What follows belongs to an exercise in optimizing a design on an open flow for small area; a production flow would make more cautious choices.
Where RTL was checked, it was by simulation tests only, not by an equivalence proof against the original.
Power and IR drop assume default switching activity.

==> flow/design.v (excerpt) <==
module axi_qspi_controller
(
  input  logic       s_axi_aclk,
  input  logic       s_axi_aresetn,
  input  logic       s_axi_awvalid_i,
  input  axi_lite_pkg::addr_t      s_axi_awaddr_i,
  output logic       s_axi_awready_o,
  input  logic       s_axi_wvalid_i,
  input  axi_lite_pkg::data_t      s_axi_wdata_i,
  input  axi_lite_pkg::strb_t      s_axi_wstrb_i,
  output logic       s_axi_wready_o,
  output logic       s_axi_bvalid_o,
  output logic [1:0]               s_axi_bresp_o,
  input  logic       s_axi_bready_i,
  input  logic       s_axi_arvalid_i,
  input  axi_lite_pkg::addr_t      s_axi_araddr_i,
  output logic       s_axi_arready_o,
  output logic       s_axi_rvalid_o,
  output axi_lite_pkg::data_t      s_axi_rdata_o,
  output logic [1:0]               s_axi_rresp_o,
  input  logic       s_axi_rready_i,
  output logic       spi_clk_o,
  output logic [1:0] spi_csn_o,
  output logic       spi_sdo_o,
  input  logic       spi_sdi_i
);
  localparam logic [2:0] E_IDLE  = 3'd0;
  localparam logic [2:0] E_CMD   = 3'd4;
  localparam logic [2:0] E_ADDR  = 3'd5;
  localparam logic [2:0] E_DUMMY = 3'd6;
  localparam logic [2:0] E_DATA  = 3'd7;
  localparam logic [2:0] E_FIN   = 3'd1;
  logic [7:0]  clkdiv;
  logic        cpol;
  logic [7:0]  cmd;
  logic [23:0] addr;
  logic [5:0]  dlen;
  logic        addr_en;
  logic [3:0]  dummy;
  logic        wr_dir;
  logic [31:0] tx;
  logic        cs_def;
  logic [31:0] cs_a0;
  logic [31:0] cs_m0;
  logic [31:0] cs_a1;
  logic [31:0] cs_m1;
  logic        aw_q;
  logic        bvalid_q;
  logic        bresp_q;
  logic        trig_q;
  logic [2:0]  rs;
  ...
Size: roughly 1000 cells after synthesis, roughly 150 I/O pins, about 0.013 mm^2 of cells after synthesis.
==> flow/config.mk <==
export PLATFORM = sky130hd
export DESIGN_NAME = axi_qspi_controller
export DESIGN_NICKNAME = axi_qspi_controller
export VERILOG_FILES = /design/flow/design.v
export SDC_FILE = /design/flow/constraint.sdc
export NUM_CORES = 4
export LEC_CHECK = 0
export CAP_MARGIN = 20
export CORE_MARGIN = 2
export CORE_UTILIZATION = 50
export SLEW_MARGIN = 20
==> flow/constraint.sdc <==
create_clock -name core_clock -period 5.0 [get_ports {s_axi_aclk}]
set_input_delay 1.0000 -clock core_clock [delete_from_list [all_inputs] [get_ports {s_axi_aclk}]]
set_output_delay 1.0000 -clock core_clock [all_outputs]
set_load 0.01 [all_outputs]
standard.sh (not shown) runs the stock make flow with config.mk's settings and CLKGATE_MAP_FILE= SYNTH_SCRIPT=/design/flow/synth_recipe.tcl, a recipe that flattens the netlist after the stock synthesis.
==> flow/flow/run.sh <==
#!/bin/bash
# The standard layout with three changes:
#  - synthesis maps the logic with an area-oriented ABC script (flow/abc_area.script)
#    instead of the speed script; everything else in the synthesis is the standard flow's own
#    synth_recipe.tcl, so the registers are the same as in the standard synthesis;
#  - the port buffers are the smallest buffer cell;
#  - the clock tree uses fewer, larger sink clusters and no dummy loads.
set -euo pipefail
here=$(pwd)
{
  head -n 1 synth_recipe.tcl
  echo "proc abc {args} {"
  echo "  set j [lsearch \$args -script]"
  echo "  if {\$j >= 0} { lset args [expr {\$j + 1}] $here/flow/abc_area.script }"
  echo "  yosys abc {*}\$args"
  echo "}"
  tail -n +2 synth_recipe.tcl
} > area_synth.tcl
export BUFFER_PORTS_ARGS="-buffer_cell sky130_fd_sc_hd__buf_1"
export CTS_ARGS="-sink_clustering_enable -repair_clock_nets -sink_clustering_size 25 -sink_clustering_max_diameter 100 -dont_use_dummy_load -buf_list sky130_fd_sc_hd__clkbuf_16 -root_buf sky130_fd_sc_hd__clkbuf_2 -tree_buf sky130_fd_sc_hd__clkbuf_2"
bash standard.sh SYNTH_SCRIPT=$here/area_synth.tcl finish > standard.log 2>&1
==> flow/flow/abc_area.script <==
&get -n
&st
&dch
&nf -R 1000
&st
&dch
&nf -R 1000
&st
&dch
&nf -R 1000
&put
The baseline finished with timing, DRC and antenna clean.
Then changed:
Settings changed: CORE_UTILIZATION 50 to 65.
Outcome: The new run completed without violations; area after synthesis does not change; fmax came out lower by 0.58%; worst hold slack loses 0.018 ns.
Then changed:
--- a/flow/flow/run.sh
+++ b/flow/flow/run.sh
@@ -1,5 +1,6 @@
 #!/bin/bash
 # The standard layout with three changes:
-#  - synthesis maps the logic with an area-oriented ABC script (flow/abc_area.script)
+#  - synthesis maps the logic with an area-oriented ABC script (flow/abc_area.script,
+#    a time-limited &deepsyn restructuring followed by area-recovering mapping)
 #    instead of the speed script; everything else in the synthesis is the standard flow's own
 #    synth_recipe.tcl, so the registers are the same as in the standard synthesis;
==> flow/flow/abc_area.script (replaced) <==
&get -n
&st
&deepsyn -S 2 -T 100
&st
&deepsyn -S 2 -T 100
&dch
&nf -R 1000
&st
&dch
&nf -R 1000
&put
Settings changed: CORE_UTILIZATION 65 to 50.
Total power shrinks by about 6%. Hold slack improves by 0.11 ns. Clock-buffer cell count does not change. Cell area hardly moves. Final cell count rises by about 5.4%. Via count came out lower by 3.3%. Core utilization came out lower by 16 points.
Then changed:
--- a/flow/flow/run.sh
+++ b/flow/flow/run.sh
@@ -19,4 +19,4 @@
 } > area_synth.tcl
 export BUFFER_PORTS_ARGS="-buffer_cell sky130_fd_sc_hd__buf_1"
-export CTS_ARGS="-sink_clustering_enable -repair_clock_nets -sink_clustering_size 25 -sink_clustering_max_diameter 100 -dont_use_dummy_load -buf_list sky130_fd_sc_hd__clkbuf_16 -root_buf sky130_fd_sc_hd__clkbuf_2 -tree_buf sky130_fd_sc_hd__clkbuf_2"
+export CTS_ARGS="-sink_clustering_enable -repair_clock_nets -sink_clustering_size 28 -sink_clustering_max_diameter 110 -dont_use_dummy_load -buf_list sky130_fd_sc_hd__clkbuf_16 -root_buf sky130_fd_sc_hd__clkbuf_2 -tree_buf sky130_fd_sc_hd__clkbuf_2"
 bash standard.sh SYNTH_SCRIPT=$here/area_synth.tcl finish > standard.log 2>&1
After rerunning: Final cell count barely changes. Non-clock buffer count does not change. Die area does not change. Register-to-register slack improves by 0.03 ns. Global-route usage is about the same. Routed wire length is about the same. Critical path depth stays the same. Via count barely changes. Worst setup slack improves by 0.069 ns. Combinational power is about the same. Power shrinks by 1.5%.

* * *

axi_qspi_controller, a different RTL version from the one above (not shown whole).
Size: about 280 flip-flops, ~150 I/O pins.
Design axi_qspi_controller, start of the top module:
module axi_qspi_controller
(
  input  logic       s_axi_aclk,
  input  logic       s_axi_aresetn,
  input  logic       s_axi_awvalid_i,
  input  axi_lite_pkg::addr_t      s_axi_awaddr_i,
  output logic       s_axi_awready_o,
  input  logic       s_axi_wvalid_i,
  input  axi_lite_pkg::data_t      s_axi_wdata_i,
  input  axi_lite_pkg::strb_t      s_axi_wstrb_i,
  output logic       s_axi_wready_o,
  output logic       s_axi_bvalid_o,
  output logic [1:0]               s_axi_bresp_o,
  input  logic       s_axi_bready_i,
  input  logic       s_axi_arvalid_i,
  input  axi_lite_pkg::addr_t      s_axi_araddr_i,
  output logic       s_axi_arready_o,
  output logic       s_axi_rvalid_o,
  output axi_lite_pkg::data_t      s_axi_rdata_o,
  output logic [1:0]               s_axi_rresp_o,
  input  logic       s_axi_rready_i,
  output logic       spi_clk_o,
  output logic [1:0] spi_csn_o,
  output logic       spi_sdo_o,
  input  logic       spi_sdi_i
);
  localparam logic [2:0] E_IDLE  = 3'd0;
  ...
==> flow/config.mk <==
export PLATFORM = sky130hd
export DESIGN_NAME = axi_qspi_controller
export DESIGN_NICKNAME = axi_qspi_controller
export VERILOG_FILES = /design/flow/design.v
export SDC_FILE = /design/flow/constraint.sdc
export NUM_CORES = 4
export LEC_CHECK = 0
export CAP_MARGIN = 20
export CORE_MARGIN = 2
export CORE_UTILIZATION = 50
export GPL_TIMING_DRIVEN = 0
export SLEW_MARGIN = 20
==> flow/constraint.sdc <==
create_clock -name core_clock -period 5.0 [get_ports {s_axi_aclk}]
set_input_delay 1.0000 -clock core_clock [delete_from_list [all_inputs] [get_ports {s_axi_aclk}]]
set_output_delay 1.0000 -clock core_clock [all_outputs]
set_load 0.01 [all_outputs]
==> flow/flow/run.sh <==
#!/bin/bash
# The standard layout with three changes:
#  - synthesis maps the logic with an area-oriented ABC script (flow/abc_area.script)
#    instead of the speed script; everything else in the synthesis is the standard flow's own
#    synth_recipe.tcl, so the registers are the same as in the standard synthesis;
#  - the port buffers are the smallest buffer cell;
#  - the clock tree uses fewer, larger sink clusters and no dummy loads.
set -euo pipefail
here=$(pwd)
{
  head -n 1 synth_recipe.tcl
  echo "proc abc {args} {"
  echo "  set j [lsearch \$args -script]"
  echo "  if {\$j >= 0} { lset args [expr {\$j + 1}] $here/flow/abc_area.script }"
  echo "  yosys abc {*}\$args"
  echo "}"
  tail -n +2 synth_recipe.tcl
} > area_synth.tcl
export BUFFER_PORTS_ARGS="-buffer_cell sky130_fd_sc_hd__buf_1"
export CTS_ARGS="-sink_clustering_enable -repair_clock_nets -sink_clustering_size 25 -sink_clustering_max_diameter 100 -dont_use_dummy_load -buf_list sky130_fd_sc_hd__clkbuf_16"
bash standard.sh SYNTH_SCRIPT=$here/area_synth.tcl finish > standard.log 2>&1
==> flow/flow/abc_area.script <==
&get -n
&st
&dch
&nf -R 1000
&st
&dch
&nf -R 1000
&st
&dch
&nf -R 1000
&put
The first run completed without violations.
==> next run, changes <==
--- a/flow/config.mk
+++ b/flow/config.mk
@@ -11 +10,0 @@
-export GPL_TIMING_DRIVEN = 0
Outcome: Wire length is lower by 1.1%. Synthesized cell count is unchanged. Power goes down by 0.42%. Area after synthesis stays the same. Clock power stays flat. Worst setup slack improves by 0.19 ns.

* * *

== alpha ==
Another version of the RTL of axi_qspi_controller (not shown whole).
For scale: ~1100 cells after synthesis, roughly 280 flip-flops, about 150 I/O pins, roughly 14000 µm² of cells after synthesis.
// axi_qspi_controller
module axi_qspi_controller
(
  input  logic       s_axi_aclk,
  input  logic       s_axi_aresetn,
  input  logic       s_axi_awvalid_i,
  input  axi_lite_pkg::addr_t      s_axi_awaddr_i,
  output logic       s_axi_awready_o,
  input  logic       s_axi_wvalid_i,
  input  axi_lite_pkg::data_t      s_axi_wdata_i,
  input  axi_lite_pkg::strb_t      s_axi_wstrb_i,
  output logic       s_axi_wready_o,
  output logic       s_axi_bvalid_o,
  output logic [1:0]               s_axi_bresp_o,
  input  logic       s_axi_bready_i,
  input  logic       s_axi_arvalid_i,
  input  axi_lite_pkg::addr_t      s_axi_araddr_i,
  output logic       s_axi_arready_o,
  output logic       s_axi_rvalid_o,
  output axi_lite_pkg::data_t      s_axi_rdata_o,
  output logic [1:0]               s_axi_rresp_o,
  input  logic       s_axi_rready_i,
  output logic       spi_clk_o,
  output logic [1:0] spi_csn_o,
  output logic       spi_sdo_o,
  input  logic       spi_sdi_i
);
export LEC_CHECK = 0
export CAP_MARGIN = 20
export CORE_MARGIN = 2
export CORE_UTILIZATION = 50
export SLEW_MARGIN = 20
create_clock -name core_clock -period 5.0 [get_ports {s_axi_aclk}]
==> flow/flow/run.sh <==
#!/bin/bash
# The standard layout, with the port buffers made of the smallest buffer
# cell and a clock tree of fewer, larger sink clusters without dummy loads.
set -euo pipefail
export BUFFER_PORTS_ARGS="-buffer_cell sky130_fd_sc_hd__buf_1"
export CTS_ARGS="-sink_clustering_enable -repair_clock_nets -sink_clustering_size 25 -sink_clustering_max_diameter 100 -dont_use_dummy_load -buf_list sky130_fd_sc_hd__clkbuf_16"
bash standard.sh > standard.log 2>&1
The following lists how beta was set up differently from alpha:
- a change of CORE_UTILIZATION from 50 to 55
- an added CTS_BUF_LIST of sky130_fd_sc_hd__clkbuf_4
==> flow/run.sh (new file) <==
#!/bin/bash
# synth_recipe.tcl (not shown) runs the flow's synth.tcl, then flattens the netlist and writes it again
# the make line also repeats each setting of config.mk as NAME=value (left out here)
make -C /OpenROAD-flow-scripts/flow DESIGN_CONFIG=/design/flow/config.mk WORK_HOME=/design/flow/orfs CLKGATE_MAP_FILE= SYNTH_SCRIPT=/design/flow/synth_recipe.tcl finish
removed: flow/flow/run.sh
removed: flow/standard.sh
Results
Diff alpha -> beta: global-route wire length before repair fell 1300 µm; deepest clock path buffer count about even; average wire per cell in the routed design fell 3.0 µm. Looking at minimum clock period across alpha and beta, the one that comes out higher is beta. From alpha to beta the numbers moved as follows: final non-filler cell area higher; worst hold slack rose by 44 ps; total wirelength of the detailed-routed design now smaller; core utilization went up 12 points; die area now smaller. For the clock share of power, beta came in 9.4 points higher than alpha did.
Function was not checked in any run of this note: the RTL went through the layout flow alone.

[port drivers added, routing unchanged]
How much do the figures lean on ideal ports? The routed layouts below were timed once more, with nothing changed but the port constraints. Step 1 assumes that a clkbuf_16 drives the clock port and a buf_2 every other input. Step 2, shift: input delay + t, output delay - t, t = (earliest + latest rising clock arrival at the registers) / 2. This alone moves slack from input paths to output paths. a / b / c = no drivers / after step 1 / after step 2; a / b = the first two.
| run | t, ns | setup WS [ns] | latest minus earliest clock arrival (ns) | slew at the worst register clock pin (ns) | pins driven straight from the clock port |
|---|---|---|---|---|---|
| the first run of note 1 | 0.889 | 0.546 / 0.502 / 1.185 | 0.054 / 0.055 | 0.11 / 0.11 | 1 |
| the second run of note 1 | 0.869 | 0.520 / 0.478 / 1.042 | 0.116 / 0.116 | 0.11 / 0.11 | 1 |
| the third run of note 1 | 0.930 | 0.512 / 0.465 / 1.012 | 0.048 / 0.048 | 0.11 / 0.11 | 1 |
| the fourth run of note 1 | 0.869 | 0.582 / 0.540 / 1.012 | 0.049 / 0.049 | 0.12 / 0.12 | 1 |
| the first run of note 2 | 0.532 | 0.685 / 0.685 / 0.636 | 0.041 / 0.041 | 0.11 / 0.11 | 1 |
| the second run of note 2 | 0.544 | 0.871 / 0.818 / 0.752 | 0.038 / 0.038 | 0.11 / 0.11 | 1 |
| alpha | 0.547 | 0.959 / 0.909 / 1.456 | 0.036 / 0.036 | 0.11 / 0.11 | 1 |
| beta | 0.732 | 0.338 / 0.292 / 1.024 | 0.055 / 0.054 | 0.07 / 0.07 | 1 |
After both steps setup and hold are still met in every run listed. For the second run of note 2, which loses most, drivers alone change the setup slack by -0.053 ns; drivers and shift together by -0.119 ns.
